This design comes from an exercise in tuning for small area on the open sky130 flow, not from production work. In this exercise RTL edits were held to simulation tests only and were not proved equivalent to the original. Power and IR drop assume default switching activity.

**flow/run.sh**
```bash
#!/bin/bash
# synth_recipe.tcl (not shown) runs the flow's synth.tcl, then flattens the netlist and writes it again
# the make line also repeats each setting of config.mk as NAME=value (left out here)
make -C /OpenROAD-flow-scripts/flow DESIGN_CONFIG=/design/flow/config.mk WORK_HOME=/design/flow/orfs CLKGATE_MAP_FILE= SYNTH_SCRIPT=/design/flow/synth_recipe.tcl finish
```
**flow/config.mk**
```make
export PLATFORM = sky130hd
export DESIGN_NAME = j_acc_collector_mx_cell
export DESIGN_NICKNAME = j_acc_collector_mx_cell
export VERILOG_FILES = /design/flow/design.v
export SDC_FILE = /design/flow/constraint.sdc
export NUM_CORES = 4
export LEC_CHECK = 0
export CAP_MARGIN = 40
export CORE_MARGIN = 2
export CORE_UTILIZATION = 28
export SLEW_MARGIN = 20
```
**flow/constraint.sdc**
```tcl
create_clock -name core_clock -period 12.0 [get_ports {clk}]
set_input_delay 2.4000 -clock core_clock [delete_from_list [all_inputs] [get_ports {clk}]]
set_output_delay 2.4000 -clock core_clock [all_outputs]
set_load 0.01 [all_outputs]
```
**flow/design.v**
```verilog
module j_acc_collector_mx_cell #(
  parameter int SRAM_DEPTH  = 1024,
  parameter int SRAM_ADDR_W = $clog2(SRAM_DEPTH)
) (
  input  logic                      clk,
  input  logic                      reset_n,
  input  logic                      collect_start,
  output logic                      collect_idle,
  input  logic [SRAM_ADDR_W*32-1:0] base_addr,
  input  logic [SRAM_ADDR_W-1:0]    img_size,
  input  logic [31:0]               serial_input,
  input  logic [31:0]               serial_en,
  input  logic [31:0]               serial_start,
  output logic                      sram_en,
  output logic                      sram_we,
  output logic [SRAM_ADDR_W-1:0]    sram_addr,
  output logic [31:0]               sram_wdata,
  output logic [31:0]               err_overflow,
  output logic [31:0]               err_frame
);
  localparam int NCH = 32;
  localparam int AW  = SRAM_ADDR_W;
  typedef enum logic [1:0] {S_IDLE = 2'd0, S_RUN = 2'd1, S_DONE = 2'd2} state_e;
  state_e         state_q;
  logic [4:0]     cnt_q   [NCH];    
  logic [30:0]    shift_q [NCH];    
  logic [31:0]    hold_q  [NCH];    
  logic [AW-1:0]  base_q  [NCH];    
  logic [AW-1:0]  img_q;
  logic [AW-1:0]  left_q  [NCH];    
  logic [NCH-1:0] done_q;           
  logic [NCH-1:0] pending_q;
  logic [NCH-1:0] err_ovf_q, err_frm_q;
  logic [4:0]     ptr_q;
  logic           gnt_vld_q, sram_we_q;
  logic [AW-1:0]  gnt_addr_q, sram_addr_q;
  logic [31:0]    gnt_data_q, sram_wdata_q;
  logic idle, run, start_ld;
  assign idle     = (state_q == S_IDLE);
  assign run      = (state_q == S_RUN);
  assign start_ld = idle & collect_start;
  logic [NCH-1:0] req, upper, m, gnt_lo, gnt_hi, gnt;
  logic           any_hi, any;
  logic [4:0]     gnt_idx;
  always_comb begin
    req = pending_q;
    for (int i = 0; i < NCH; i++) upper[i] = (5'(i) >= ptr_q);
    m = req & upper;
    gnt_lo = '0;
    gnt_hi = '0;
    for (int i = 0; i < NCH; i++) begin
      gnt_lo[i] = req[i] & ~|(req & ((NCH'(1) << i) - NCH'(1)));
      gnt_hi[i] = m[i] & ~|(m & ((NCH'(1) << i) - NCH'(1)));
    end
    any_hi = |m;
    any    = |req;
    gnt    = any_hi ? gnt_hi : gnt_lo;
    gnt_idx = '0;
    for (int i = 0; i < NCH; i++) gnt_idx = gnt_idx | (gnt[i] ? 5'(i) : 5'd0);
  end
  logic [31:0]   sel_data;
  logic [AW-1:0] sel_base, sel_left, sel_addr;
  logic          sel_last;
  always_comb begin
    sel_data = '0;
    sel_base = '0;
    sel_left = '0;
    for (int c = 0; c < NCH; c++) begin
      sel_data = sel_data | (hold_q[c] & {32{gnt[c]}});
      sel_base = sel_base | (base_q[c] & {AW{gnt[c]}});
      sel_left = sel_left | (left_q[c] & {AW{gnt[c]}});
    end
    sel_last = (sel_left == '0);
    sel_addr = sel_base + (img_q - sel_left);
  end
  logic [AW-1:0] left_nxt;
  assign left_nxt = start_ld ? img_size : sel_left - AW'(1);
  logic gnt_fire;
  assign gnt_fire = run & any;
  always_ff @(posedge clk or negedge reset_n) begin
    if (!reset_n) begin
      state_q   <= S_IDLE;
      err_ovf_q <= '0;
      err_frm_q <= '0;
      gnt_vld_q <= 1'b0;
      sram_we_q <= 1'b0;
    end else begin
      gnt_vld_q <= gnt_fire;
      sram_we_q <= gnt_vld_q;
      unique case (state_q)
        S_IDLE:  if (collect_start) state_q <= S_RUN;
        S_RUN:   if ((&done_q) && !gnt_vld_q) state_q <= S_DONE;
        default: state_q <= S_IDLE;
      endcase
      for (int c = 0; c < NCH; c++) begin
        if (start_ld) begin
          err_ovf_q[c] <= 1'b0;
          err_frm_q[c] <= 1'b0;
        end else if (run && serial_en[c]) begin
          if (serial_start[c] && cnt_q[c] != 5'd0) err_frm_q[c] <= 1'b1;
          if (!serial_start[c] && cnt_q[c] == 5'd31 && pending_q[c] && !gnt[c] &&
              left_q[c] != '0)
            err_ovf_q[c] <= 1'b1;
        end
      end
    end
  end
  always_ff @(posedge clk) begin
    gnt_data_q   <= sel_data;
    gnt_addr_q   <= sel_addr;
    sram_wdata_q <= gnt_data_q;
    sram_addr_q  <= gnt_addr_q;
    if (start_ld) img_q <= img_size;
    if (start_ld) ptr_q <= '0;
    else if (gnt_fire) ptr_q <= gnt_idx + 5'd1;
    for (int c = 0; c < NCH; c++) begin
      if (serial_en[c]) shift_q[c] <= {serial_input[c], shift_q[c][30:1]};
      if (start_ld) cnt_q[c] <= '0;
      else if (serial_en[c]) cnt_q[c] <= serial_start[c] ? 5'd1 : cnt_q[c] + 5'd1;
      if (serial_en[c] && !serial_start[c] && cnt_q[c] == 5'd31 && (!pending_q[c] || gnt[c]))
        hold_q[c] <= {serial_input[c], shift_q[c]};
      if (start_ld) base_q[c] <= base_addr[c*AW +: AW];
      if (start_ld || gnt[c]) left_q[c] <= left_nxt;
      if (start_ld) begin
        pending_q[c] <= 1'b0;
        done_q[c]    <= 1'b0;
      end else begin
        if (gnt[c]) done_q[c] <= sel_last;
        if (!pending_q[c] || gnt[c])
          pending_q[c] <= serial_en[c] && !serial_start[c] && cnt_q[c] == 5'd31 &&
                          !done_q[c] && !(gnt[c] && sel_last);
      end
    end
  end
  assign collect_idle = idle;
  assign sram_en      = sram_we_q;
  assign sram_we      = sram_we_q;
  assign sram_addr    = sram_addr_q;
  assign sram_wdata   = sram_wdata_q;
  assign err_overflow = err_ovf_q;
  assign err_frame    = err_frm_q;
endmodule
```
==> impl_metrics.tcl, run 1 <==
set metrics [dict create \
    first_pass_iters 10 \
    overflow 0 \
    synth_top_area_share_pct 72.3 \
    setup_viol 0 \
    die_area_um2 400000 \
    cts_root_buffer "clkbuf_16" \
    hpwl_um 365000 \
    fp-row-count 230 \
    status "no timing/DRC/antenna violations" \
    place_area_um2 124000 \
    regToRegStartpoint "ptr_q[4]$_SDFFE_PP0P_" \
    layout_commonest_cell "edfxtp_1" \
    end_kind "register" \
    synth_cell_types 101 \
    start_util_pct 28.2 \
    power_leakage_nw 45.1 \
    vias 69700 \
    hold_violations 0 \
    final.setup.worst_slack_ps 3750 \
    grt_max_degree 193 \
    tns_ps 0 \
    cp-start-kind "register" \
    rsz0062_at_grt "false" \
    ant_nets 0 \
    yosys.area.top_type "edfxtp_1" \
    cts_buffer_depth 4 \
    syn_area_um2 111000 \
    cts_hold_repair.buffers 0 \
    worst_hold_slack_ps 320 \
    slew_violations 0 \
    finalCriticalPeriod_ps 8250 \
    drcViolationCount 0 \
    antenna_found_initial 69 \
    startpoint "ptr_q[4]$_SDFFE_PP0P_" \
    grt_usage_pct 23.5 \
    p_per_area_nw_per_um2 168 \
    insertion_delay_ps 940 \
    fillers 37300 \
    reg2reg_depth 25 \
    tightest_slew_ps 1200 \
    die_h_um 633 \
    ys.flop_type "edfxtp_1" \
    coreArea_um2 393000 \
    fin_crit_sh_pct 68.7 \
    ir_worst_vdd_v 0.000112 \
    fmax_ghz 0.121 \
    path_max_fanout 38 \
    drtIter0Drc 11100 \
    port_buffers 537 \
    critPathKind "register to register" \
    relSlewSlack_pct 20.3 \
    final_area_um2 135000 \
    grt_pass1_wl_um 633000 \
    viasPerCell 5.38 \
    ys_top_cells_by_area "edfxtp_1 72%, dfxtp_1 5.7%, a22oi_1 2.2%, a222oi_1 1.8%, dfrtp_1 1.5%" \
    worstHoldStart "gnt_data_q[1]$_DFF_P_" \
    numCtsBuffers 324 \
    routabilityCongestion 1.01 \
    final_layout_size_suffix_gt1_share_pct 12.9 \
    fin_worst_skew_ps 73.7 \
    synth_cells 6617 \
    grt_pass1_vias 69200 \
    final_cell_mix "2666 x edfxtp_1, 504 x clkdlybuf4s50_1, 405 x nor2_1" \
    area_growth_pct 21.9 \
    clkSinkCount 3047 \
    max_cap_viol_count 0 \
    fin_util_pct 34.3 \
    async_reset_ff_share_pct 2.23 \
    hold_path.class "register to register" \
    wl_per_cell_um 37.4 \
    synth-seq-cells 3047 \
    cp.required_ps 12840 \
    yosysWarnings 6 \
    synth_edf_count 2666 \
    cts_resized 0 \
    io_pins 538 \
    htreeDepth 5 \
    hold_depth 0 \
    synth_area_per_cell_um2 16.7 \
    wl_um 484000 \
    syn-num-nets 7163 \
    post_cts.repair.setup_buffers 0 \
    die_w_um 633 \
    clk_pin_slew_worst_paths_ps 60 \
    cts_tree "yes" \
    fin_nets 7996 \
    preCtsSetupSlack_ps 3910 \
    yosysSeqAreaShare_pct 79.5 \
    cp.arrival_ps 9090 \
]
==> path summary, 6_finish.rpt <==
path	endpoint	slack (ps)
worst min-delay path	sram_wdata_q[1]$_DFF_P_	320
min in group asynchronous	err_ovf_q[29]$_DFFE_PN0P_	1450
max in group asynchronous	err_frm_q[21]$_DFFE_PN0P_	9430
worst max-delay path	gnt_addr_q[9]$_DFF_P_	3750
worst max register to register	gnt_addr_q[9]$_DFF_P_	3750
worst min register to register	sram_wdata_q[1]$_DFF_P_	320
==> per-stage QoR <==
stage,power [mW],std cells
2_1_floorplan,12.2,6617
3_3_place_gp,12.6,12300
3_5_place_dp,12.7,12300
4_1_cts,22.7,12900
5_1_grt,23.2,12900
6_report,22.6,13000
==> layer usage <==
| layer | global-route usage (%) | part of all wire (%) | up-vias |
|---|---|---|---|
| li1 | - | - | 28500 |
| met1 | 27.2 | 36 | 36400 |
| met2 | 40.2 | 49 | 3802 |
| met3 | 4.01 | 7.0 | 999 |
| met4 | 15.5 | 7.7 | 26 |
| met5 | 0 | 0.032 | - |
==> critical path, stage by stage (launching register included) <==
cell and delay (ps):
dfxtp_1 450, buf_4 460, nand2_1 290, o21ai_1 450, nand4_1 560, or4_1 850, buf_16 240, nor3_2 420
or2_2 640, buf_4 660, a22o_1 260, a221oi_2 120, nand4_1 200, nor3_1 100, fa_1 540, inv_1 60
ha_1 310, a21oi_1 240, nor2b_1 90, o21a_1 190, o21ai_0 160, nand2b_1 80, a21oi_1 230, xnor2_1 170
xnor2_1 160, xnor2_1 150
==> state kept, by name (all words and copies together) (netlist names), 32 cells and up <==
name,flops
pending_q,32
hold_q,1024
shift_q,992
gnt_data_q,32
err_frm_q,32
base_q,320
done_q,32
cnt_q,160
err_ovf_q,32
sram_wdata_q,32
left_q,320
==> final cells by class <==
| cell class | instances | area [µm²] | share of cell area [%] |
|---|---|---|---|
| diodes | 42 | 105 | 0.0779 |
| clock buffers | 425 | 8840 | 6.55 |
| clock inverters | 154 | 1740 | 1.29 |
| inverters | 114 | 435 | 0.323 |
| multi-input cells | 3130 | 21600 | 16.0 |
| flip-flops and latches | 3047 | 88000 | 65.3 |
| well taps | 5220 | 6530 | 4.84 |
| repair buffers | 833 | 7590 | 5.63 |
==> kinds of logic (layout without fill, tap and decap cells) <==
| logic type | after synthesis | after routing | share of synthesized area (%) |
|---|---|---|---|
| AO/OA/AOI/OAI | 1418 | 1418 | 9.83 |
| XOR/XNOR | 17 | 17 | 0.135 |
| adder cells (fa/ha/maj) | 117 | 117 | 1.38 |
| buffers and inverters | 440 | 1526 | 1.69 |
| flip-flops | 3047 | 3047 | 79.5 |
| multiplexers | 4 | 4 | 0.0384 |
| other | 0 | 42 | 0 |
| AND/OR/NAND/NOR | 1574 | 1574 | 7.40 |
==> power breakdown <==
part,switching (mW),internal [mW],total [mW]
sequential,0.154,11.8,11.9
clock,4.24,5.89,10.1
combinational,0.319,0.224,0.543
total,4.71,17.9,22.6
==> Yosys cell counts (all sizes together), types with 33 or more instances <==
library cell  count
a222oi          201
or4b             33
nor3             63
o21ai           115
nor4            113
a211oi           49
a31oi            50
dfrtp            68
buf              97
a311oi           59
inv             114
and2             33
ha              108
nor2b            68
and3            102
a41oi            35
a221oi          104
nand4           132
edfxtp         2666
nand2           322
a21oi           228
nor2            410
nand3           179
a22oi           319
dfxtp           313
clkbuf          229
a22o             79
==> run 2: changes to the inputs <==
--- a/flow/design.v
+++ b/flow/design.v
@@ -24,3 +24,3 @@
   state_e         state_q;
-  logic [4:0]     cnt_q   [NCH];    
+  logic [4:0]     cnt_q   [NCH];
   logic [30:0]    shift_q [NCH];    
@@ -37,2 +37,3 @@
   logic [31:0]    gnt_data_q, sram_wdata_q;
+  localparam logic [4:0] CNT_LAST = 5'b10000;
   logic idle, run, start_ld;
@@ -100,3 +101,3 @@
           if (serial_start[c] && cnt_q[c] != 5'd0) err_frm_q[c] <= 1'b1;
-          if (!serial_start[c] && cnt_q[c] == 5'd31 && pending_q[c] && !gnt[c] &&
+          if (!serial_start[c] && cnt_q[c] == CNT_LAST && pending_q[c] && !gnt[c] &&
               left_q[c] != '0)
@@ -118,4 +119,4 @@
       if (start_ld) cnt_q[c] <= '0;
-      else if (serial_en[c]) cnt_q[c] <= serial_start[c] ? 5'd1 : cnt_q[c] + 5'd1;
-      if (serial_en[c] && !serial_start[c] && cnt_q[c] == 5'd31 && (!pending_q[c] || gnt[c]))
+      else if (serial_en[c]) cnt_q[c] <= serial_start[c] ? 5'd1 : {cnt_q[c][3:0], cnt_q[c][4] ^ cnt_q[c][2] ^ (cnt_q[c][3:0] == 4'd0)};
+      if (serial_en[c] && !serial_start[c] && cnt_q[c] == CNT_LAST && (!pending_q[c] || gnt[c]))
         hold_q[c] <= {serial_input[c], shift_q[c]};
@@ -129,3 +130,3 @@
         if (!pending_q[c] || gnt[c])
-          pending_q[c] <= serial_en[c] && !serial_start[c] && cnt_q[c] == 5'd31 &&
+          pending_q[c] <= serial_en[c] && !serial_start[c] && cnt_q[c] == CNT_LAST &&
                           !done_q[c] && !(gnt[c] && sel_last);
--- a/flow/config.mk
+++ b/flow/config.mk
@@ -7,5 +7,8 @@
 export LEC_CHECK = 0
-export CAP_MARGIN = 40
+export ABC_AREA = 1
+export CAP_MARGIN = 20
 export CORE_MARGIN = 2
-export CORE_UTILIZATION = 28
+export CORE_UTILIZATION = 50
+export CTS_BUF_LIST = sky130_fd_sc_hd__clkbuf_8
+export CTS_CLUSTER_SIZE = 30
 export SLEW_MARGIN = 20
==> run 2 against run 1 <==
Register-to-register slack improved by 1200 ps. Setup slack improved by 1200 ps. Worst hold slack got worse by 4.8 ps. Final area fell by 5.2%. Final cell count fell by 9.7%. Fmax rose by 16%. First-iteration DRC count fell by 36%. Critical path depth rose by 5. Combinational power rose to 18 times the previous value. Clock skew rose by 30 ps. Total power rose by 45%. Critical path type unchanged.
==> impl_metrics.tcl, run 2 <==
set metrics [dict create \
    ant_nets 0 \
    yosysSeqAreaShare_pct 80.2 \
    cp_common_cell "nand2_1" \
    syn-num-nets 7974 \
    coreArea_um2 218000 \
    preCtsSetupSlack_ps 5030 \
    synth_xor_area_share_pct 0.104 \
    die_area_um2 223000 \
    grt_usage_pct 28.0 \
    relSlewSlack_pct 21.2 \
    crit_slowest_cell "nor4_1" \
    vias 65600 \
    hold_violations 0 \
    synthAdderAreaFrac_pct 0.301 \
    status "no timing/DRC/antenna violations" \
    io_pins 538 \
    reg_top3 "hold_q (1024), shift_q (992)" \
    cts_resized 0 \
    synth_area_per_cell_um2 14.6 \
    viasPerCell 5.60 \
    die_h_um 473 \
    routed.top_layer "met5" \
    cts_tree "yes" \
    hold_path.class "register to register" \
    ys.flop_type "edfxtp_1" \
    cp.required_ps 12920 \
    cts_root_buffer "clkbuf_8" \
    p_per_area_nw_per_um2 256 \
    synth-compound-area-share_pct 5.59 \
    dr_wl_met2_um 153000 \
    rsz0062_at_grt "false" \
    syn_area_um2 110000 \
    drcViolationCount 0 \
    clk_pin_slew_worst_paths_ps 60 \
    wl_per_cell_um 27.1 \
    yosys.area.top_type "edfxtp_1" \
    power_leakage_nw 46.9 \
    fp-row-count 171 \
    async_reset_ff_share_pct 2.23 \
    path_max_fanout 45 \
    synth-simple-area-share_pct 10.3 \
    max_cap_viol_count 0 \
    fin_worst_skew_ps 104 \
    wl_met1_um 126000 \
    drtIter0Drc 7089 \
    top_register "hold_q" \
    largest_register_ffs 1024 \
    post_cts.repair.setup_buffers 0 \
    hpwl_um 227000 \
    cp.arrival_ps 8000 \
    fin_nets 8885 \
    setup_viol 0 \
    yosysWarnings 6 \
    numCtsBuffers 479 \
    grt_max_degree 137 \
    finalCriticalPeriod_ps 7080 \
    wl_um 317000 \
    insertion_delay_ps 1130 \
    slowest_delay_ps 900 \
    synth_top_family_by_area "simple AND/OR/NAND/NOR gates" \
    critPathKind "register to register" \
    final_layout_size_suffix_gt1_share_pct 10.2 \
    synth_top_area_share_pct 72.9 \
    synthMuxAreaShare_pct 0 \
    fin_crit_sh_pct 59.0 \
    grt_pass1_wl_um 448000 \
    antenna_found_initial 28 \
    final_cell_mix "2666 x edfxtp_1, 1460 x nand2_1, 879 x inv_1" \
    layout_commonest_cell "edfxtp_1" \
    synth_most_common_cell "edfxtp_1" \
    first_pass_iters 6 \
    synth_common_cells "2666 x edfxtp_1, 1486 x nand2_1, 698 x inv_1, 335 x nand3_1, 313 x dfxtp_1" \
    synth_cells 7524 \
    ys_top_cells_by_area "edfxtp_1 73%, dfxtp_1 5.7%, nand2_1 5.1%, inv_1 2.4%, dfrtp_1 1.6%" \
    worst_hold_slack_ps 316 \
    port_buffers 537 \
    die_w_um 473 \
    clkSinkCount 3047 \
    final.setup.worst_slack_ps 4920 \
    tightest_slew_ps 1170 \
    fmax_ghz 0.141 \
    tns_ps 0 \
    overflow 0 \
    total_power_mw 32.8 \
    area_growth_pct 16.4 \
    wl_met3_um 21800 \
    cts_buffer_depth 4 \
    slew_violations 0 \
    fillers 17000 \
    cts_hold_repair.buffers 0 \
    ir_worst_vdd_v 0.000835 \
    end_kind "register" \
    synth_edf_count 2666 \
    htreeDepth 5 \
    cp-start-kind "register" \
    grt_pass1_vias 65700 \
    synth-seq-cells 3047 \
    routabilityCongestion 0.961 \
    synth_cell_types 55 \
    start_util_pct 50.4 \
]
run 2: changes by cell type after synthesis, sizes merged, moves of 96 or more:
cell / delta
nor2: -113
nand3: +178
nand2: +1180
a22oi: -319
and3: -97
inv: +594
ha: -96
a22o: +112
a222oi: -201
clkbuf: -147
run 2: final timing paths:
kind / cells past startpoint / slack, ps / end / startpoint
max: 30 / 4920 / gnt_addr_q[9]$_DFF_P_ / ptr_q[4]$_SDFFE_PP0P_
max reg2reg: 30 / 4920 / gnt_addr_q[9]$_DFF_P_ / ptr_q[4]$_SDFFE_PP0P_
min in group asynchronous: 1 / 1210 / err_frm_q[25]$_DFFE_PN0P_ / reset_n
min: 0 / 320 / sram_wdata_q[13]$_DFF_P_ / gnt_data_q[13]$_DFF_P_
min reg2reg: 0 / 320 / sram_wdata_q[13]$_DFF_P_ / gnt_data_q[13]$_DFF_P_
max in group asynchronous: 2 / 9660 / err_frm_q[1]$_DFFE_PN0P_ / reset_n
run 2: cells by family after synthesis:
kind of cell / count (synthesis)
xor gates and xnor gates: 13
AOI/OAI and AO/OA: 907
adders and majority gates: 21
buffers and inverters: 958
and+or+nand+nor: 2578
DFF: 3047
run 2: per-layer routing:
metal | vias up | track usage, %
met1 | 32900 | 36.5
met4 | 2 | 13.8
li1 | 29300 | -
met5 | - | 0
met2 | 2731 | 45.9
met3 | 587 | 4.87
run 2: through the flow:
step | area, µm² | utilization, % | cells
floorplan | 110000 | - | 7524
global placement | 119000 | 54.5 | 10800
detailed placement | 119000 | 54.6 | 10800
CTS | 128000 | 58.7 | 11700
global route | 128000 | 58.7 | 11700
finish | 128000 | 58.7 | 11700
run 2: final cells by class:
type                       count  area (µm²)  area share [%]
antenna                       20        50.0          0.0392
tap                         2854        3570            2.79
clock buffer                 511        7030            5.50
inverter                     708        2670            2.09
timing repair buffer         680        6310            4.93
sequential                  3047       88000            68.9
clock inverter               369        2000            1.56
multi-input combinational   3519       18200            14.2
run 2: where the power goes:
group	internal (mW)	total, mW	switching, mW
registers	14.0	14.4	0.433
logic	2.51	10.0	7.54
clock network	4.32	8.30	3.98
total	20.8	32.8	12.0
run 2: critical path, delay by kind of cell, from the launching register on:
kind	cells	cell delay, ps
AND/OR/NAND/NOR	14	2640
AO/OA/AOI/OAI	8	1890
buffers and inverters	4	750
adder cells (fa/ha/maj)	2	740
flip-flops	1	520
XOR/XNOR	2	350
==> run 3: changes to the inputs <==
==> flow/flow/run.sh (new file) <==
#!/bin/bash
# The standard ORFS layout, with two changes:
# * ports are buffered with the smallest buffer (buf_1) instead of the default choice;
# * the clock tree is built from clkbuf_8 cells in clusters of up to 30 sinks, without
#   dummy loads.
# Each tool's output goes to the ORFS logs under orfs/logs; make's own output goes to
# standard.log in this folder.
set -euo pipefail
cat >> config.mk <<'EOC'
export BUFFER_PORTS_ARGS = -buffer_cell sky130_fd_sc_hd__buf_1
export CTS_ARGS = -sink_clustering_enable -repair_clock_nets -dont_use_dummy_load -buf_list sky130_fd_sc_hd__clkbuf_8 -sink_clustering_size 30
EOC
bash standard.sh > standard.log 2>&1
==> flow/standard.sh (new file) <==
#!/bin/bash
# synth_recipe.tcl (not shown) runs the flow's synth.tcl, then flattens the netlist and writes it again
# the make line also repeats each setting of config.mk as NAME=value (left out here)
make -C /OpenROAD-flow-scripts/flow DESIGN_CONFIG=/design/flow/config.mk WORK_HOME=/design/flow/orfs CLKGATE_MAP_FILE= SYNTH_SCRIPT=/design/flow/synth_recipe.tcl "${@:-finish}"
--- a/flow/config.mk
+++ b/flow/config.mk
@@ -11,4 +11,4 @@
 export CORE_UTILIZATION = 50
-export CTS_BUF_LIST = sky130_fd_sc_hd__clkbuf_8
-export CTS_CLUSTER_SIZE = 30
 export SLEW_MARGIN = 20
+export BUFFER_PORTS_ARGS = -buffer_cell sky130_fd_sc_hd__buf_1
+export CTS_ARGS = -sink_clustering_enable -repair_clock_nets -dont_use_dummy_load -buf_list sky130_fd_sc_hd__clkbuf_8 -sink_clustering_size 30
removed: flow/run.sh
==> run 3 against run 2 <==
Still clean. Total power fell by 4.2%. Clock-buffer cell count fell by 30. Final area fell by 4.4%. Clock power fell by 15%. Sequential cell count did not move. Setup slack improved by 190 ps. Critical path depth rose by 1. Synthesized cell count did not move. Critical endpoint unchanged. Largest power group unchanged. Highest routed layer unchanged.
==> impl_metrics.tcl, run 3 <==
set metrics [dict create \
    grt_max_degree 175 \
    rsz0062_at_grt "false" \
    wl_per_cell_um 27.7 \
    tns_ps 0 \
    top_register "hold_q" \
    cp_common_cell "nand2_1" \
    cp.required_ps 12940 \
    viasPerCell 5.77 \
    coreArea_um2 218000 \
    io_pins 538 \
    synth_edf_count 2666 \
    fmax_ghz 0.145 \
    htreeDepth 5 \
    reg_top3 "hold_q (1024), shift_q (992)" \
    fillers 17500 \
    tightest_slew_ps 1250 \
    p_per_area_nw_per_um2 257 \
    wl_um 313000 \
    ir_worst_vdd_v 0.000959 \
    die_area_um2 223000 \
    fin_nets 8882 \
    finalCriticalPeriod_ps 6900 \
    synth_cell_types 55 \
    antenna_found_initial 22 \
    hpwl_um 223000 \
    grt_usage_pct 27.7 \
    relSlewSlack_pct 16.9 \
    clkSinkCount 3047 \
    hold_path.class "register to register" \
    vias 65200 \
    synth_area_per_cell_um2 14.6 \
    ant_nets 0 \
    worstHoldStart "gnt_data_q[4]$_DFF_P_" \
    synth_top_area_share_pct 72.9 \
    syn-num-nets 7974 \
    ys.flop_type "edfxtp_1" \
    path_max_fanout 26 \
    power_leakage_nw 43.6 \
    grt_pass1_vias 65300 \
    synth_most_common_cell "edfxtp_1" \
    routabilityCongestion 0.986 \
    ys_top_cells_by_area "edfxtp_1 73%, dfxtp_1 5.7%, nand2_1 5.1%, inv_1 2.4%, dfrtp_1 1.6%" \
    cts_resized 0 \
    startpoint "ptr_q[4]$_SDFFE_PP0P_" \
    fin_crit_sh_pct 57.5 \
    slew_violations 0 \
    syn_area_um2 110000 \
    cp.arrival_ps 7830 \
    clk_pin_slew_worst_paths_ps 60 \
    port_buffers 537 \
    first_pass_iters 8 \
    largest_register_ffs 1024 \
    setup_viol 0 \
    drtIter0Drc 7405 \
    layout_commonest_cell "edfxtp_1" \
    cts_hold_repair.buffers 0 \
    cts_buffer_depth 4 \
    max_cap_viol_count 0 \
    async_reset_ff_share_pct 2.23 \
    cts_root_buffer "clkbuf_8" \
    worst_hold_slack_ps 311 \
    yosysSeqAreaShare_pct 80.2 \
    synth_common_cells "2666 x edfxtp_1, 1486 x nand2_1, 698 x inv_1, 335 x nand3_1, 313 x dfxtp_1" \
    numCtsBuffers 481 \
    die_h_um 473 \
    critPathKind "register to register" \
    fp-row-count 171 \
    cts_tree "yes" \
    die_w_um 473 \
    yosysWarnings 6 \
    synth_cells 7524 \
    grt_pass1_wl_um 444000 \
    crit_slowest_cell "nor4_1" \
    hold_violations 0 \
    final_cell_mix "2666 x edfxtp_1, 1460 x nand2_1, 697 x inv_1" \
    overflow 0 \
    end_kind "register" \
    synth-seq-cells 3047 \
    cp-start-kind "register" \
    final_layout_size_suffix_gt1_share_pct 9.31 \
    slowest_delay_ps 790 \
    start_util_pct 50.4 \
    post_cts.repair.setup_buffers 0 \
    drcViolationCount 0 \
    insertion_delay_ps 1140 \
    regToRegStartpoint "ptr_q[4]$_SDFFE_PP0P_" \
    fin_util_pct 56.2 \
    fin_worst_skew_ps 114 \
    area_growth_pct 11.3 \
    yosys.area.top_type "edfxtp_1" \
    status "no timing/DRC/antenna violations" \
]
## run 3: cell count changes in the layout (fill, tap and decap cells not counted), sizes merged
cell           previous run  this run
buf                     176       642
bufinv                   19         0
clkbuf                  511       514
clkdlybuf4s50           504         0
clkinv                  160         0
clkinvlp                  4         0
diode                    20        18
inv                     894       708
## run 3: cells by family (layout without fill, tap and decap cells)
group | Yosys count | after routing | synth area share [%]
flip-flops | 3047 | 3047 | 80.2
AND/OR/NAND/NOR | 2578 | 2578 | 10.3
buffers and inverters | 958 | 1864 | 3.49
AO/OA/AOI/OAI | 907 | 907 | 5.59
adder cells (fa/ha/maj) | 21 | 21 | 0.301
XOR/XNOR | 13 | 13 | 0.104
other | 0 | 18 | 0
## run 3: worst paths after layout
check | slack [ps] | cells past startpoint | end
hold reg to reg | 310 | 0 | sram_wdata_q[4]$_DFF_P_
hold / removal | 310 | 0 | sram_wdata_q[4]$_DFF_P_
min in group asynchronous | 1210 | 1 | err_frm_q[25]$_DFFE_PN0P_
setup reg to reg | 5100 | 31 | gnt_addr_q[9]$_DFF_P_
max in group asynchronous | 9630 | 2 | err_frm_q[6]$_DFFE_PN0P_
setup / recovery | 5100 | 31 | gnt_addr_q[9]$_DFF_P_
## run 3: critical path, delay by kind of cell (launching register included)
family          cells  cell delay [ps]
simple gates       16             3040
compound gates      8             1780
fa+ha+maj           2              720
buf+inv             3              330
xor+xnor            2              350
flops               1              510
## run 3: power breakdown
group	internal [mW]	switching (mW)	total [mW]
clock	3.51	3.54	7.04
sequential	14.0	0.439	14.4
combinational	2.34	7.58	9.92
total	19.8	11.6	31.4
## run 3: through the flow
| step | worst slack [ps] | instances | total power, mW | area [µm²] |
|---|---|---|---|---|
| after global placement | 5220 | 10800 | 24.5 | 116000 |
| after detailed placement | 5150 | 10800 | 24.6 | 116000 |
| after global routing | 4590 | 11300 | 32.6 | 122000 |
| after floorplan | 4360 | 7524 | 19.5 | 110000 |
| after CTS | 5100 | 11300 | 31.6 | 122000 |
| final | 5100 | 11300 | 31.4 | 122000 |
## run 3: metal layers
metal / wire length, µm / share of wire, % / GRT usage [%]
met1: 124000 / 40 / 36.3
met2: 152000 / 49 / 45.8
met3: 22500 / 7.2 / 4.54
met4: 14900 / 4.7 / 12.7
met5: 16 / 0.0051 / 0
## run 3: cell type report
cell class              instances  area, µm²  area share, %
inverters                     708       2670           2.18
well taps                    2854       3570           2.92
clock buffers                 481       6620           5.42
repair buffers                675       3130           2.56
diodes                         18       45.0         0.0369
multi-input cells            3519      18200           14.9
flip-flops and latches       3047      88000           72.0
==> run 4: changes to the inputs <==
==> flow/flow/run.sh (replaced) <==
#!/bin/bash
# The standard ORFS layout, with two changes:
# * ports are buffered with the smallest buffer (buf_1) instead of the default choice;
# * the clock tree is built from clkbuf_8 cells, with leaf clusters of up to 14 sinks
#   within 50 um, and without dummy loads.
# Each tool's output goes to the ORFS logs under orfs/logs; make's own output goes to
# standard.log in this folder.
set -euo pipefail
cat >> config.mk <<'EOC'
export BUFFER_PORTS_ARGS = -buffer_cell sky130_fd_sc_hd__buf_1
export CTS_ARGS = -sink_clustering_enable -repair_clock_nets -dont_use_dummy_load -buf_list sky130_fd_sc_hd__clkbuf_8 -sink_clustering_size 14 -sink_clustering_max_diameter 50
EOC
bash standard.sh > standard.log 2>&1
--- a/flow/config.mk
+++ b/flow/config.mk
@@ -13,2 +13,2 @@
 export BUFFER_PORTS_ARGS = -buffer_cell sky130_fd_sc_hd__buf_1
-export CTS_ARGS = -sink_clustering_enable -repair_clock_nets -dont_use_dummy_load -buf_list sky130_fd_sc_hd__clkbuf_8 -sink_clustering_size 30
+export CTS_ARGS = -sink_clustering_enable -repair_clock_nets -dont_use_dummy_load -buf_list sky130_fd_sc_hd__clkbuf_8 -sink_clustering_size 14 -sink_clustering_max_diameter 50
==> run 4 against run 3 <==
Still clean on timing, DRC and antenna. Fmax rose by 0.63%. Clock power is 21% lower. Global-route usage is 0.15 points lower. Synthesized cell count unchanged. Die area unchanged. Final cell count is 1.5% lower. Via count fell by 1.3%. Largest cell class unchanged. Highest routed layer unchanged.
==> impl_metrics.tcl, run 4 <==
set metrics [dict create \
    status "no timing/DRC/antenna violations" \
    p_per_area_nw_per_um2 250 \
    fmax_ghz 0.146 \
    synth_cells 7524 \
    cp.arrival_ps 7790 \
    die_w_um 473 \
    layout_commonest_cell "edfxtp_1" \
    end_kind "register" \
    clk_pin_slew_worst_paths_ps 90 \
    slew_violations 0 \
    reg2reg_depth 31 \
    p_seq_share_pct 48.1 \
    cts_tree "yes" \
    ys_top_cells_by_area "edfxtp_1 73%, dfxtp_1 5.7%, nand2_1 5.1%, inv_1 2.4%, dfrtp_1 1.6%" \
    post_cts.repair.setup_buffers 0 \
    hold_path.class "register to register" \
    final_layout_size_suffix_gt1_share_pct 7.45 \
    async_reset_ff_share_pct 2.23 \
    setup_viol 0 \
    routabilityCongestion 0.986 \
    ant_nets 0 \
    fp-row-count 171 \
    cts_resized 0 \
    slowest_delay_ps 760 \
    numCtsBuffers 311 \
    max_cap_viol_count 0 \
    tns_ps 0 \
    ir_worst_vdd_v 0.000945 \
    yosysSeqAreaShare_pct 80.2 \
    place_area_um2 116000 \
    min_to "sram_wdata_q[17]$_DFF_P_" \
    reg2reg_to "gnt_addr_q[9]$_DFF_P_" \
    cts_buffer_depth 4 \
    relSlewSlack_pct 20.2 \
    area_growth_pct 9.20 \
    power_leakage_nw 42.4 \
    clkSinkCount 3047 \
    worst_hold_slack_ps 327 \
    synth_cell_types 55 \
    final_area_um2 120000 \
    syn-num-nets 7974 \
    die_area_um2 223000 \
    worstHoldStart "gnt_data_q[17]$_DFF_P_" \
    die_h_um 473 \
    hpwl_um 223000 \
    hold_violations 0 \
    switching_share_pct 37.8 \
    port_buffers 537 \
    coreArea_um2 218000 \
    insertion_delay_ps 1100 \
    vias 64400 \
    synth_edf_count 2666 \
    clock_power_share_pct 18.7 \
    viasPerCell 5.78 \
    r2r_setup_slack_ps 5150 \
    largest_register_ffs 1024 \
    cp-start-kind "register" \
    drcViolationCount 0 \
    synth_top_area_share_pct 72.9 \
    fin_crit_sh_pct 57.1 \
    syn_area_um2 110000 \
    overflow 0 \
    htreeDepth 5 \
    critPathKind "register to register" \
    grt_pass1_wl_um 440000 \
    wl_um 312000 \
    power_frac_comb_pct 33.2 \
    synth_most_common_cell "edfxtp_1" \
    first_pass_iters 6 \
    yosysWarnings 6 \
    ys.flop_type "edfxtp_1" \
    synth-seq-cells 3047 \
    synth_area_per_cell_um2 14.6 \
    tightest_slew_ps 1200 \
    rsz0062_at_grt "false" \
    wl_per_cell_um 28.0 \
    reg_top3 "hold_q (1024), shift_q (992)" \
    io_pins 538 \
    fin_nets 8712 \
    fin_worst_skew_ps 102 \
    internal_power_mw 18.6 \
    finalCriticalPeriod_ps 6850 \
    synth_common_cells "2666 x edfxtp_1, 1486 x nand2_1, 698 x inv_1, 335 x nand3_1, 313 x dfxtp_1" \
    path_max_fanout 26 \
    start_util_pct 50.4 \
    grt_usage_pct 27.6 \
    regToRegStartpoint "ptr_q[4]$_SDFFE_PP0P_" \
    cp.required_ps 12940 \
    yosys.area.top_type "edfxtp_1" \
    drtIter0Drc 7202 \
    grt_max_degree 175 \
    final_cell_mix "2666 x edfxtp_1, 1460 x nand2_1, 697 x inv_1" \
    switchingPower_mw 11.3 \
    startpoint "ptr_q[4]$_SDFFE_PP0P_" \
    crit_slowest_cell "nor4_1" \
    hold_depth 0 \
    top_register "hold_q" \
    antenna_found_initial 21 \
    grt_pass1_vias 63900 \
    cts_hold_repair.buffers 0 \
    cts_root_buffer "clkbuf_8" \
    cp_common_cell "nand2_1" \
]
## run 4: cell counts after synthesis
No cell type changed its count.
## run 4: logic make-up (layout without fill, tap and decap cells)
kind of cell,count (synthesis),after routing,share of synthesized area (%)
AO/OA/AOI/OAI,907,907,5.59
other,0,16,0
flip-flops,3047,3047,80.2
buffers and inverters,958,1694,3.49
AND/OR/NAND/NOR,2578,2578,10.3
XOR/XNOR,13,13,0.104
adder cells (fa/ha/maj),21,21,0.301
## run 4: through the flow
stage / cells / total power [mW] / utilization, % / worst slack, ps
global route: 11100 / 31.1 / 55.1 / 4670
global placement: 10800 / 24.5 / 53.1 / 5220
detailed placement: 10800 / 24.6 / 53.1 / 5150
finish: 11100 / 29.9 / 55.1 / 5150
floorplan: 7524 / 19.5 / - / 4360
CTS: 11100 / 30.1 / 55.1 / 5150
## run 4: final cells by class
type                    instances  area, µm²
diodes                         16       40.0
fillers                     17700      97700
repair buffers                675       3130
clock buffers                 311       4280
inverters                     708       2670
well taps                    2854       3570
multi-input cells            3519      18200
flip-flops and latches       3047      88000
## run 4: worst max-delay path: cells and delay by family, from the launching register on
family / cells / cell delay, ps
AO/OA/AOI/OAI: 8 / 1770
XOR/XNOR: 2 / 350
adder cells (fa/ha/maj): 2 / 730
buffers and inverters: 3 / 240
flip-flops: 1 / 530
AND/OR/NAND/NOR: 16 / 3100
## run 4: power by group through the flow
stage | registers, mW | logic [mW] | clock network [mW]
6_report | 14.4 | 9.93 | 5.59
3_3_place_gp | 14.6 | 9.92 | 0
2_1_floorplan | 14.5 | 4.95 | 0
4_1_cts | 14.4 | 9.95 | 5.71
5_1_grt | 14.5 | 10.6 | 6.08
3_5_place_dp | 14.6 | 9.97 | 0
## run 4: worst max path at each step
stage | endpoint | slack [ps] | depth (start not counted)
after floorplan | base_q[0][0]$_DFFE_PP_ | 4360 | 3
after global placement | gnt_addr_q[9]$_DFF_P_ | 5220 | 31
after detailed placement | gnt_addr_q[9]$_DFF_P_ | 5150 | 31
after CTS | gnt_addr_q[9]$_DFF_P_ | 5150 | 31
after global routing | gnt_addr_q[9]$_DFF_P_ | 4670 | 33
final | gnt_addr_q[9]$_DFF_P_ | 5150 | 31
## run 4: layer usage
| layer | global-route usage, % | vias to the layer above | wire length, µm |
|---|---|---|---|
| li1 | - | 28500 | - |
| met5 | 0 | - | 23 |
| met1 | 36.4 | 32500 | 124000 |
| met3 | 4.22 | 581 | 21500 |
| met4 | 12.3 | 4 | 15300 |
| met2 | 45.6 | 2685 | 151000 |
==> run 5: changes to the inputs <==
--- a/flow/config.mk
+++ b/flow/config.mk
@@ -8,6 +8,6 @@
 export ABC_AREA = 1
-export CAP_MARGIN = 20
+export CAP_MARGIN = 10
 export CORE_MARGIN = 2
-export CORE_UTILIZATION = 50
-export SLEW_MARGIN = 20
+export CORE_UTILIZATION = 62
+export SLEW_MARGIN = 10
 export BUFFER_PORTS_ARGS = -buffer_cell sky130_fd_sc_hd__buf_1
==> run 5 against run 4 <==
First-iteration DRC count increased by 5.8%. Utilization rose by 12 points. Via count is 0.10% higher. Register-to-register slack got worse by 360 ps. Highest routed layer unchanged.
==> impl_metrics.tcl, run 5 <==
set metrics [dict create \
    ys.flop_type "edfxtp_1" \
    grt_pass1_vias 62800 \
    path_max_fanout 42 \
    grt_max_degree 170 \
    synth_cells 7524 \
    worstHoldStart "gnt_addr_q[6]$_DFF_P_" \
    crit_slowest_cell "nor4_1" \
    multi_input_comb_area_um2 18100 \
    ir_worst_vdd_v 0.000885 \
    async_reset_ff_share_pct 2.23 \
    grt_usage_pct 32.8 \
    fp-row-count 154 \
    power_leakage_nw 42.1 \
    synth_edf_count 2666 \
    start_util_pct 62.3 \
    syn_area_um2 110000 \
    reg2reg_depth 32 \
    vias 64400 \
    synth_common_cells "2666 x edfxtp_1, 1486 x nand2_1, 698 x inv_1, 335 x nand3_1, 313 x dfxtp_1" \
    cp.arrival_ps 8140 \
    min_to "sram_addr_q[6]$_DFF_P_" \
    cts_buffer_depth 4 \
    synth_most_common_cell "edfxtp_1" \
    finalCriticalPeriod_ps 7220 \
    first_pass_iters 6 \
    routabilityCongestion 0.978 \
    die_w_um 425 \
    slowest_delay_ps 970 \
    final_cell_mix "2666 x edfxtp_1, 1460 x nand2_1, 697 x inv_1" \
    numCtsBuffers 284 \
    tns_ps 0 \
    port_buffers 537 \
    worst_hold_slack_ps 309 \
    io_pins 538 \
    htreeDepth 5 \
    critPathKind "register to register" \
    hold_violations 0 \
    wl_per_cell_um 28.2 \
    cp.required_ps 12920 \
    drtIter0Drc 7621 \
    synth-seq-cells 3047 \
    preCtsSetupSlack_ps 4970 \
    wl_um 299000 \
    drcViolationCount 0 \
    yosysWarnings 6 \
    overflow 0 \
    yosys.area.top_type "edfxtp_1" \
    layout_commonest_cell "edfxtp_1" \
    fin_crit_sh_pct 60.1 \
    cts_tree "yes" \
    top_register "hold_q" \
    insertion_delay_ps 1080 \
    die_area_um2 180000 \
    syn-num-nets 7974 \
    largest_register_ffs 1024 \
    status "no timing/DRC/antenna violations" \
    slew_violations 0 \
    reg_top3 "hold_q (1024), shift_q (992)" \
    grt_pass1_wl_um 420000 \
    max_cap_viol_count 0 \
    synth_cell_types 55 \
    r2r_setup_slack_ps 4780 \
    yosysSeqAreaShare_pct 80.2 \
    final.setup.worst_slack_ps 4780 \
    clkSinkCount 3047 \
    end_kind "register" \
    hold_path.class "register to register" \
    post_cts.repair.setup_buffers 0 \
    p_per_area_nw_per_um2 247 \
    rsz0062_at_grt "false" \
    die_h_um 425 \
    regToRegStartpoint "ptr_q[4]$_SDFFE_PP0P_" \
    reg2reg_to "gnt_addr_q[9]$_DFF_P_" \
    fmax_ghz 0.139 \
    cts_resized 0 \
    fin_nets 8673 \
    clk_pin_slew_worst_paths_ps 90 \
    ys_top_cells_by_area "edfxtp_1 73%, dfxtp_1 5.7%, nand2_1 5.1%, inv_1 2.4%, dfrtp_1 1.6%" \
    cp-start-kind "register" \
    antenna_found_initial 36 \
    relSlewSlack_pct 15.2 \
    fillers 12400 \
    viasPerCell 6.08 \
    ant_nets 0 \
    area_growth_pct 8.18 \
    fin_worst_skew_ps 114 \
    cts_root_buffer "clkbuf_8" \
    coreArea_um2 176000 \
    final_layout_size_suffix_gt1_share_pct 6.97 \
    hpwl_um 213000 \
    synth_area_per_cell_um2 14.6 \
    hold_depth 0 \
    cp_common_cell "nand2_1" \
    seq_area_um2 88000 \
    tightest_slew_ps 1260 \
    cts_hold_repair.buffers 0 \
    setup_viol 0 \
    synth_top_area_share_pct 72.9 \
]
## run 5: changes by cell type in the layout (fill, tap and decap cells not counted), sizes merged
cell	delta
buf	-12
clkbuf	-27
diode	+13
## run 5: layout make-up
type | count | share of cell area, %
diodes | 29 | 0.0611
clock buffers | 284 | 3.29
inverters | 708 | 2.25
multi-input cells | 3519 | 15.3
flip-flops and latches | 3047 | 74.1
well taps | 2340 | 2.47
repair buffers | 663 | 2.54
## run 5: worst max-delay path by stage
stage | from | to | depth (start not counted)
finish | ptr_q[4]$_SDFFE_PP0P_ | gnt_addr_q[9]$_DFF_P_ | 32
global route | ptr_q[4]$_SDFFE_PP0P_ | gnt_addr_q[9]$_DFF_P_ | 32
CTS | ptr_q[4]$_SDFFE_PP0P_ | gnt_addr_q[9]$_DFF_P_ | 32
detailed placement | ptr_q[4]$_SDFFE_PP0P_ | gnt_addr_q[9]$_DFF_P_ | 32
global placement | ptr_q[4]$_SDFFE_PP0P_ | gnt_addr_q[9]$_DFF_P_ | 32
floorplan | collect_start | base_q[0][0]$_DFFE_PP_ | 3
## run 5: kinds of logic after synthesis
logic type               count (synthesis)  share of synthesized area, %
AO/OA/AOI/OAI                          907                          5.59
XOR/XNOR                                13                         0.104
adder cells (fa/ha/maj)                 21                         0.301
buffers and inverters                  958                          3.49
flip-flops                            3047                          80.2
AND/OR/NAND/NOR                       2578                          10.3
## run 5: power breakdown
| part | total (mW) | leakage, nW | switching [mW] | internal (mW) |
|---|---|---|---|---|
| clock | 5.27 | 2.04 | 3.15 | 2.12 |
| combinational | 9.63 | 12.1 | 7.32 | 2.31 |
| sequential | 14.4 | 28.0 | 0.426 | 14.0 |
## run 5: layer usage
| metal | GRT usage (%) | vias to the layer above | wire, µm | part of all wire [%] |
|---|---|---|---|---|
| li1 | - | 28500 | - | - |
| met1 | 42.9 | 32200 | 113000 | 38 |
| met2 | 53.8 | 3017 | 146000 | 49 |
| met3 | 5.02 | 661 | 21800 | 7.3 |
| met4 | 17.3 | 2 | 17700 | 5.9 |
| met5 | 0 | - | 13 | 0.0044 |
## run 5: per-stage QoR
stage,utilization (%),instance area (µm²),power [mW],std cells
2_1_floorplan,-,110000,19.5,7524
3_3_place_gp,65.2,115000,24.1,10300
3_5_place_dp,65.2,115000,24.2,10300
4_1_cts,67.4,119000,29.3,10600
5_1_grt,67.4,119000,30.4,10600
6_report,67.4,119000,29.3,10600
## run 5: worst max-delay path: cells and delay by family (launching register included)
family / cells / cell delay (ps)
AND/OR/NAND/NOR: 16 / 3010
XOR/XNOR: 2 / 350
flip-flops: 1 / 520
adder cells (fa/ha/maj): 2 / 740
buffers and inverters: 4 / 710
AO/OA/AOI/OAI: 8 / 1770
==> run 6: changes to the inputs <==
--- a/flow/config.mk
+++ b/flow/config.mk
@@ -8,6 +8,6 @@
 export ABC_AREA = 1
-export CAP_MARGIN = 10
+export CAP_MARGIN = 5
 export CORE_MARGIN = 2
-export CORE_UTILIZATION = 62
-export SLEW_MARGIN = 10
+export CORE_UTILIZATION = 68
+export SLEW_MARGIN = 5
 export BUFFER_PORTS_ARGS = -buffer_cell sky130_fd_sc_hd__buf_1
==> run 6 against run 5 <==
Still clean on timing, DRC and antenna. Worst hold slack gained 17 ps. Synthesized area stayed put. Routed wire length down 0.42%. Register-to-register slack lost 470 ps. Sequential cell count did not move. Clock skew is 30 ps lower. Synthesized cell count unchanged. Final cell count is 1.7% lower. Setup slack got worse by 470 ps. Die area is 8.7% lower. Critical path type unchanged.
==> impl_metrics.tcl, run 6 <==
set metrics [dict create \
    finalCriticalPeriod_ps 7690 \
    wl_um 297000 \
    worst-path-buf-inv 5 \
    insertion_delay_ps 1090 \
    regToRegStartpoint "ptr_q[4]$_SDFFE_PP0P_" \
    reg2reg_to "gnt_addr_q[9]$_DFF_P_" \
    relSlewSlack_pct 4.25 \
    cp-start-kind "register" \
    cp_common_cell "nand2_1" \
    syn_area_um2 110000 \
    io_pins 538 \
    ys_top_cells_by_area "edfxtp_1 73%, dfxtp_1 5.7%, nand2_1 5.1%, inv_1 2.4%, dfrtp_1 1.6%" \
    drcViolationCount 0 \
    fmax_ghz 0.130 \
    clk_pin_slew_worst_paths_ps 80 \
    yosys.area.top_type "edfxtp_1" \
    synth_cells 7524 \
    synth_edf_count 2666 \
    slowest_delay_ps 1050 \
    coreArea_um2 160000 \
    synth-seq-cells 3047 \
    min_to "sram_wdata_q[14]$_DFF_P_" \
    cts_root_buffer "clkbuf_8" \
    fin_nets 8687 \
    cts_hold_repair.buffers 0 \
    largest_register_ffs 1024 \
    area_growth_pct 7.98 \
    syn-num-nets 7974 \
    seq_area_um2 88000 \
    wl_per_cell_um 28.6 \
    synth_most_common_cell "edfxtp_1" \
    die_w_um 406 \
    top_register "hold_q" \
    antenna_found_initial 22 \
    ys.flop_type "edfxtp_1" \
    path_max_fanout 41 \
    die_h_um 406 \
    grt_pass1_vias 63500 \
    cts_tree "yes" \
    slew_violations 0 \
    routabilityCongestion 0.972 \
    layout_commonest_cell "edfxtp_1" \
    die_area_um2 165000 \
    synth_cell_types 55 \
    hold_path.class "register to register" \
    grt_max_degree 154 \
    tns_ps 0 \
    status "no timing/DRC/antenna violations" \
    final_cell_mix "2666 x edfxtp_1, 1460 x nand2_1, 697 x inv_1" \
    numCtsBuffers 280 \
    power_leakage_nw 42.2 \
    ant_nets 0 \
    max_cap_viol_count 0 \
    cp_top_family "simple AND/OR/NAND/NOR gates" \
    rsz0062_at_grt "false" \
    fin_cells 10400 \
    async_reset_ff_share_pct 2.23 \
    crit_slowest_cell "nor3_1" \
    post_cts.repair.setup_buffers 0 \
    synth_top_area_share_pct 72.9 \
    reg2reg_depth 27 \
    hold_violations 0 \
    tightest_slew_ps 1430 \
    hpwl_um 213000 \
    worstHoldStart "gnt_data_q[14]$_DFF_P_" \
    r2r_setup_slack_ps 4310 \
    synth_area_per_cell_um2 14.6 \
    hold_depth 0 \
    htreeDepth 5 \
    fin_crit_sh_pct 64.1 \
    cp.arrival_ps 8640 \
    grt_usage_pct 36.0 \
    overflow 0 \
    vias 65200 \
    viasPerCell 6.26 \
    port_buffers 537 \
    drtIter0Drc 8980 \
    clkSinkCount 3047 \
    first_pass_iters 6 \
    cts_resized 0 \
    multi_input_comb_area_um2 18100 \
    final_layout_size_suffix_gt1_share_pct 7.06 \
    fp-row-count 147 \
    dp_cells 10100 \
    setup_viol 0 \
    synth_common_cells "2666 x edfxtp_1, 1486 x nand2_1, 698 x inv_1, 335 x nand3_1, 313 x dfxtp_1" \
    p_per_area_nw_per_um2 247 \
    reg_top3 "hold_q (1024), shift_q (992)" \
    cts_buffer_depth 4 \
    cp.required_ps 12960 \
    ir_worst_vdd_v 0.00140 \
    fillers 9807 \
    critPathKind "register to register" \
    yosysWarnings 6 \
    start_util_pct 68.4 \
    yosysSeqAreaShare_pct 80.2 \
    fin_worst_skew_ps 84.1 \
    end_kind "register" \
    grt_pass1_wl_um 418000 \
]
-- run 6: cells by family (layout without fill, tap and decap cells) --
family,after synthesis,count (layout),share of synthesized area (%)
simple gates,2578,2578,10.3
buf+inv,958,1669,3.49
fa+ha+maj,21,21,0.301
other cells,0,18,0
xor+xnor,13,13,0.104
flops,3047,3047,80.2
compound gates,907,907,5.59
-- run 6: cell type report --
class	instances	share of cell area [%]
Sequential cell	3047	74.3
Multi-Input combinational cell	3519	15.2
Clock buffer	280	3.25
Timing Repair Buffer	681	2.67
Tap cell	2160	2.28
Inverter	708	2.25
Antenna cell	18	0.0380
-- run 6: through the flow --
step | utilization [%] | power (mW) | worst slack, ps | hold slack (ps) | instance area (µm²)
after floorplan | - | 19.5 | 4360 | 310 | 110000
after global placement | 71.5 | 24.0 | 4620 | 310 | 115000
after detailed placement | 71.5 | 24.2 | 4570 | 312 | 115000
after CTS | 73.9 | 29.2 | 4530 | 328 | 118000
after global routing | 73.9 | 30.3 | 4060 | 336 | 119000
final | 73.9 | 29.3 | 4310 | 326 | 119000
-- run 6: power breakdown --
group | internal (mW) | leakage, nW | switching, mW
combinational | 2.35 | 12.2 | 7.31
clock | 2.09 | 2.01 | 3.13
sequential | 14.0 | 28.0 | 0.437
total | 18.4 | 42.2 | 10.9
-- run 6: worst max-delay path by stage --
stage	cells after the start	slack (ps)	start	to
6_report	27	4310	ptr_q[4]$_SDFFE_PP0P_	gnt_addr_q[9]$_DFF_P_
3_5_place_dp	28	4570	ptr_q[4]$_SDFFE_PP0P_	gnt_addr_q[9]$_DFF_P_
3_3_place_gp	27	4620	ptr_q[4]$_SDFFE_PP0P_	gnt_addr_q[9]$_DFF_P_
5_1_grt	27	4060	ptr_q[4]$_SDFFE_PP0P_	gnt_addr_q[9]$_DFF_P_
4_1_cts	27	4530	ptr_q[4]$_SDFFE_PP0P_	gnt_addr_q[9]$_DFF_P_
2_1_floorplan	3	4360	collect_start	base_q[0][0]$_DFFE_PP_
-- run 6: per-layer routing --
metal	vias to the layer above	GRT usage, %	wire [µm]
met4	16	20.5	19100
met1	32200	47.7	109000
met3	755	5.80	27300
li1	28500	-	-
met5	-	0	99
met2	3807	57.7	142000
==> run 7: changes to the inputs <==
==> flow/flow/run.sh (replaced) <==
#!/bin/bash
# The standard ORFS layout, with two changes:
# * ports are buffered with the smallest buffer (buf_1) instead of the default choice;
# * the clock tree is built from clkbuf_4 cells, with leaf clusters of up to 8 sinks
#   within 40 um, and without dummy loads.
# Each tool's output goes to the ORFS logs under orfs/logs; make's own output goes to
# standard.log in this folder.
set -euo pipefail
cat >> config.mk <<'EOC'
export BUFFER_PORTS_ARGS = -buffer_cell sky130_fd_sc_hd__buf_1
export CTS_ARGS = -sink_clustering_enable -repair_clock_nets -dont_use_dummy_load -buf_list sky130_fd_sc_hd__clkbuf_4 -sink_clustering_size 8 -sink_clustering_max_diameter 40
EOC
bash standard.sh > standard.log 2>&1
==> flow/config.mk (replaced) <==
export PLATFORM = sky130hd
export DESIGN_NAME = j_acc_collector_mx_cell
export DESIGN_NICKNAME = j_acc_collector_mx_cell
export VERILOG_FILES = /design/flow/design.v
export SDC_FILE = /design/flow/constraint.sdc
export NUM_CORES = 4
export LEC_CHECK = 0
export ABC_AREA = 1
export CAP_MARGIN = 10
export CORE_MARGIN = 2
export CORE_UTILIZATION = 62
export SLEW_MARGIN = 10
export BUFFER_PORTS_ARGS = -buffer_cell sky130_fd_sc_hd__buf_1
export CTS_ARGS = -sink_clustering_enable -repair_clock_nets -dont_use_dummy_load -buf_list sky130_fd_sc_hd__clkbuf_4 -sink_clustering_size 8 -sink_clustering_max_diameter 40
==> run 7 against run 6 <==
Sequential power about the same. Clock-buffer cell count up 179. Synthesized area unchanged. First-iteration DRC count down 14%. Sequential share of layout area up 0.13 points. Die area up 9.6%. Register-to-register slack better by 510 ps. Final cell count up 3.5%. Via count up 0.18%. Utilization down 6.7 points.
==> impl_metrics.tcl, run 7 <==
set metrics [dict create \
    status "no timing/DRC/antenna violations" \
    fin_nets 8848 \
    total_power_mw 28.9 \
    insertion_delay_ps 1500 \
    cts_buffer_depth 4 \
    reg2reg_to "gnt_addr_q[9]$_DFF_P_" \
    synth_top_area_share_pct 72.9 \
    io_pins 538 \
    die_area_um2 180000 \
    setup_viol 0 \
    relSlewSlack_pct 15.9 \
    final_cell_mix "2666 x edfxtp_1, 1460 x nand2_1, 697 x inv_1" \
    fin_worst_skew_ps 122 \
    dr_wl_met2_um 145000 \
    synth_most_common_cell "edfxtp_1" \
    syn_area_um2 110000 \
    die_w_um 425 \
    slew_violations 0 \
    routed.top_layer "met4" \
    synth_edf_count 2666 \
    drcViolationCount 0 \
    p_per_area_nw_per_um2 244 \
    clk_pin_slew_worst_paths_ps 100 \
    critPathCapture "gnt_addr_q[9]$_DFF_P_" \
    drtIter0Drc 7723 \
    power_leakage_nw 42.2 \
    first_pass_iters 7 \
    final.setup.worst_slack_ps 4820 \
    hold_violations 0 \
    preCtsSetupSlack_ps 4970 \
    fmax_ghz 0.139 \
    reg_top3 "hold_q (1024), shift_q (992)" \
    path_max_fanout 42 \
    ys.flop_type "edfxtp_1" \
    fp-row-count 154 \
    synth-seq-cells 3047 \
    cp-start-kind "register" \
    syn-num-nets 7974 \
    synth_cells 7524 \
    grt_pass1_wl_um 424000 \
    cp.required_ps 13350 \
    yosysSeqAreaShare_pct 80.2 \
    routabilityCongestion 0.978 \
    die_h_um 425 \
    viasPerCell 6.06 \
    grt_max_degree 170 \
    end_kind "register" \
    synth_common_cells "2666 x edfxtp_1, 1486 x nand2_1, 698 x inv_1, 335 x nand3_1, 313 x dfxtp_1" \
    largest_register_ffs 1024 \
    vias 65400 \
    yosysWarnings 6 \
    coreArea_um2 176000 \
    ant_nets 0 \
    tightest_slew_ps 1260 \
    hpwl_um 213000 \
    crit_slowest_cell "nor4_1" \
    start_util_pct 62.3 \
    numCtsBuffers 459 \
    fin_crit_sh_pct 59.9 \
    synth_cell_types 55 \
    final_layout_size_suffix_gt1_share_pct 8.91 \
    wl_um 300000 \
    r2r_setup_slack_ps 4820 \
    clock_power_share_pct 17.1 \
    ir_worst_vdd_v 0.000870 \
    yosys.area.top_type "edfxtp_1" \
    cp_top_family "simple AND/OR/NAND/NOR gates" \
    critPathKind "register to register" \
    wl_met3_um 22800 \
    finalCriticalPeriod_ps 7180 \
    wl_per_cell_um 27.8 \
    post_cts.repair.setup_buffers 0 \
    grt_pass1_vias 64200 \
    power_frac_comb_pct 33.2 \
    ys_top_cells_by_area "edfxtp_1 73%, dfxtp_1 5.7%, nand2_1 5.1%, inv_1 2.4%, dfrtp_1 1.6%" \
    reg2reg_depth 32 \
    internal_power_mw 18.0 \
    async_reset_ff_share_pct 2.23 \
    overflow 0 \
    slowest_delay_ps 910 \
    worst-path-buf-inv 4 \
    grt_usage_pct 33.2 \
    p_seq_share_pct 49.7 \
    tns_ps 0 \
    layout_commonest_cell "edfxtp_1" \
    crit_cells 32 \
    clkSinkCount 3047 \
    hold_path.class "register to register" \
    regToRegStartpoint "ptr_q[4]$_SDFFE_PP0P_" \
    fin_cells 10800 \
    cp.arrival_ps 8530 \
    rsz0062_at_grt "false" \
    htreeDepth 5 \
    cts_resized 0 \
    synth_area_per_cell_um2 14.6 \
    switching_share_pct 37.7 \
    area_growth_pct 7.79 \
    top_register "hold_q" \
    hold_depth 0 \
    dp_cells 10300 \
    port_buffers 537 \
    antenna_found_initial 43 \
    startpoint "ptr_q[4]$_SDFFE_PP0P_" \
    wl_met1_um 114000 \
    cp_common_cell "nand2_1" \
    cts_tree "yes" \
    switchingPower_mw 10.9 \
    cts_hold_repair.buffers 0 \
    max_cap_viol_count 0 \
    cts_root_buffer "clkbuf_4" \
]
==> run 7: power groups by stage <==
| stage | logic [mW] | registers [mW] | clock network, mW |
|---|---|---|---|
| 2_1_floorplan | 4.95 | 14.5 | 0 |
| 3_3_place_gp | 9.52 | 14.6 | 0 |
| 3_5_place_dp | 9.60 | 14.6 | 0 |
| 4_1_cts | 9.58 | 14.4 | 5.05 |
| 5_1_grt | 10.2 | 14.4 | 5.46 |
| 6_report | 9.60 | 14.4 | 4.95 |
==> run 7: kinds of logic after synthesis <==
kind of cell             share of synthesized area [%]
buffers and inverters                             3.49
flip-flops                                        80.2
XOR/XNOR                                         0.104
AND/OR/NAND/NOR                                   10.3
adder cells (fa/ha/maj)                          0.301
AO/OA/AOI/OAI                                     5.59
==> run 7: per-layer routing <==
layer | vias to the layer above | global-route usage, %
met2 | 3190 | 53.5
li1 | 29100 | -
met4 | 0 | 18.6
met1 | 32400 | 43.0
met3 | 680 | 5.94
met5 | - | 0
==> run 7: worst min path at each step <==
stage,start,to,slack [ps]
finish,gnt_addr_q[8]$_DFF_P_,sram_addr_q[8]$_DFF_P_,310
CTS,gnt_addr_q[6]$_DFF_P_,sram_addr_q[6]$_DFF_P_,310
floorplan,gnt_addr_q[0]$_DFF_P_,sram_addr_q[0]$_DFF_P_,310
global placement,gnt_data_q[15]$_DFF_P_,sram_wdata_q[15]$_DFF_P_,310
detailed placement,gnt_data_q[21]$_DFF_P_,sram_wdata_q[21]$_DFF_P_,310
global route,gnt_addr_q[6]$_DFF_P_,sram_addr_q[6]$_DFF_P_,320
==> run 7: cell type report <==
class	count	area (µm²)
Tap cell	2340	2930
Inverter	708	2670
Clock buffer	459	3450
Antenna cell	42	105
Sequential cell	3047	88000
Fill cell	12600	57800
Multi-Input combinational cell	3519	18100
Timing Repair Buffer	663	3020
==> run 7: per-stage QoR <==
stage | hold slack [ps] | utilization (%) | area, µm²
detailed placement | 312 | 65.2 | 115000
finish | 310 | 67.2 | 118000
floorplan | 310 | - | 110000
global route | 319 | 67.2 | 118000
global placement | 312 | 65.2 | 115000
CTS | 313 | 67.1 | 118000
==> run 7: worst register-to-register path, delay by kind of cell, from the launching register on <==
family | cells | cell delay [ps]
flops | 1 | 550
compound gates | 8 | 1660
buf+inv | 4 | 630
xor+xnor | 2 | 340
simple gates | 16 | 3080
fa+ha+maj | 2 | 830
==> run 8: changes to the inputs <==
--- a/flow/config.mk
+++ b/flow/config.mk
@@ -11,2 +11,4 @@
 export CORE_UTILIZATION = 62
+export GPL_ROUTABILITY_DRIVEN = 0
+export GPL_TIMING_DRIVEN = 0
 export SLEW_MARGIN = 10
==> run 8 against run 7 <==
Setup slack got worse by 1100 ps. Non-clock buffer count increased by 201. Sequential share of layout area decreased by 0.98 points. Sequential cell count unchanged. Sequential power about the same. Total power increased by 4.4%. Die area unchanged. Critical path type unchanged.
==> impl_metrics.tcl, run 8 <==
set metrics [dict create \
    cp_common_cell "nand2_1" \
    startpoint "ptr_q[2]$_SDFFE_PP0P_" \
    r2r_setup_slack_ps 3690 \
    clock_power_share_pct 16.6 \
    fmax_ghz 0.120 \
    status "no timing/DRC/antenna violations" \
    cts_tree "yes" \
    die_w_um 425 \
    synth_most_common_cell "edfxtp_1" \
    rsz0062_at_grt "false" \
    multi_input_comb_area_um2 18100 \
    max_cap_viol_count 0 \
    start_util_pct 62.3 \
    ant_nets 0 \
    antenna_found_initial 37 \
    cp-start-kind "register" \
    hpwl_um 251000 \
    slew_violations 0 \
    cts_buffer_depth 4 \
    path_max_fanout 10 \
    async_reset_ff_share_pct 2.23 \
    fin_crit_sh_pct 69.3 \
    slowest_delay_ps 950 \
    fin_util_pct 68.1 \
    io_pins 538 \
    critPathKind "register to register" \
    yosysSeqAreaShare_pct 80.2 \
    p_per_area_nw_per_um2 252 \
    reg2reg_to "gnt_addr_q[9]$_DFF_P_" \
    fillers 12600 \
    yosysWarnings 6 \
    drcViolationCount 0 \
    synth_cells 7524 \
    synth_area_per_cell_um2 14.6 \
    ys.flop_type "edfxtp_1" \
    power_frac_comb_pct 36.1 \
    area_growth_pct 9.23 \
    fin_nets 9044 \
    p_seq_share_pct 47.3 \
    worst-path-buf-inv 7 \
    hold_path.class "register to register" \
    reg2reg_depth 32 \
    syn_area_um2 110000 \
    post_cts.repair.setup_buffers 0 \
    crit_slowest_cell "nor3_1" \
    hold_violations 0 \
    cts_hold_repair.buffers 0 \
    power_leakage_nw 43.0 \
    overflow 0 \
    cts_root_buffer "clkbuf_4" \
    drtIter0Drc 10500 \
    grt_pass1_vias 66200 \
    syn-num-nets 7974 \
    synth_top_area_share_pct 72.9 \
    relSlewSlack_pct 5.91 \
    largest_register_ffs 1024 \
    clkSinkCount 3047 \
    insertion_delay_ps 1510 \
    synth_common_cells "2666 x edfxtp_1, 1486 x nand2_1, 698 x inv_1, 335 x nand3_1, 313 x dfxtp_1" \
    clk_pin_slew_worst_paths_ps 110 \
    setup_viol 0 \
    ys_top_cells_by_area "edfxtp_1 73%, dfxtp_1 5.7%, nand2_1 5.1%, inv_1 2.4%, dfrtp_1 1.6%" \
    cp_top_family "simple AND/OR/NAND/NOR gates" \
    vias 68900 \
    critPathCapture "gnt_addr_q[9]$_DFF_P_" \
    internal_power_mw 18.6 \
    wl_per_cell_um 30.9 \
    switching_share_pct 38.5 \
    port_buffers 537 \
    die_area_um2 180000 \
    grt_max_degree 107 \
]
-- run 8: layout make-up --
type                    instances  share of cell area [%]
repair buffers                614                    2.94
well taps                    2340                    2.44
flip-flops and latches       3047                    73.4
plain buffers                 250                    1.01
clock buffers                 454                    2.84
multi-input cells            3519                    15.1
diodes                         33                  0.0689
inverters                     708                    2.22
-- run 8: worst min-delay path by stage --
stage,cells past startpoint,slack [ps],to,startpoint
after floorplan,0,310,sram_addr_q[0]$_DFF_P_,gnt_addr_q[0]$_DFF_P_
after global placement,0,310,sram_wdata_q[11]$_DFF_P_,gnt_data_q[11]$_DFF_P_
after detailed placement,0,310,sram_wdata_q[10]$_DFF_P_,gnt_data_q[10]$_DFF_P_
after CTS,0,320,sram_addr_q[8]$_DFF_P_,gnt_addr_q[8]$_DFF_P_
after global routing,0,330,sram_addr_q[8]$_DFF_P_,gnt_addr_q[8]$_DFF_P_
final,0,310,sram_addr_q[8]$_DFF_P_,gnt_addr_q[8]$_DFF_P_
-- run 8: routing by layer --
| metal | routed length (µm) | vias to the layer above | part of all wire [%] | global-route usage, % |
|---|---|---|---|---|
| met2 | 157000 | 4358 | 46 | 57.6 |
| met5 | 29 | - | 0.0085 | 0 |
| met3 | 34900 | 836 | 10 | 7.17 |
| li1 | - | 29500 | - | - |
| met1 | 126000 | 34300 | 37 | 51.1 |
| met4 | 21100 | 4 | 6.2 | 21.0 |
-- run 8: cell families (layout without fill, tap and decap cells) --
family | count (synthesis) | count (layout) | share of synthesized area, %
and+or+nand+nor | 2578 | 2578 | 10.3
other | 0 | 33 | 0
buffers and inverters | 958 | 2026 | 3.49
xor gates and xnor gates | 13 | 13 | 0.104
adders and majority gates | 21 | 21 | 0.301
DFF | 3047 | 3047 | 80.2
AOI/OAI and AO/OA | 907 | 907 | 5.59
-- run 8: metrics by stage --
step	setup slack, ps	power, mW	instances	instance area, µm²	hold WS (ps)
floorplan	4360	19.5	7524	110000	310
global placement	1320	23.3	10400	115000	310
detailed placement	3960	25.2	10500	116000	312
CTS	3940	30.0	10900	120000	315
global route	3570	31.2	11000	120000	330
finish	3690	30.2	11000	120000	311
-- run 8: worst reg2reg max path: cells and delay by family, from the launching register on --
family / cells / cell delay [ps]
buffers and inverters: 7 / 1700
AND/OR/NAND/NOR: 14 / 3500
XOR/XNOR: 2 / 330
flip-flops: 1 / 300
adder cells (fa/ha/maj): 2 / 830
AO/OA/AOI/OAI: 7 / 1610
-- run 8: power by group through the flow --
stage          combinational, mW  sequential, mW  clock (mW)
5_1_grt                     11.4            14.4        5.45
6_report                    10.9            14.3        5.00
4_1_cts                     10.7            14.3        5.04
3_5_place_dp                10.7            14.5           0
3_3_place_gp                9.03            14.2           0
2_1_floorplan               4.95            14.5           0

Re-timed with assumed drivers on the ports (clkbuf_16 on the clock, buf_2 on other inputs), run 8 has 3.686 ns of setup slack against 3.686 ns with ideal ports, and 3.686 ns once port delays also move by the mid clock arrival of 1.533 ns.
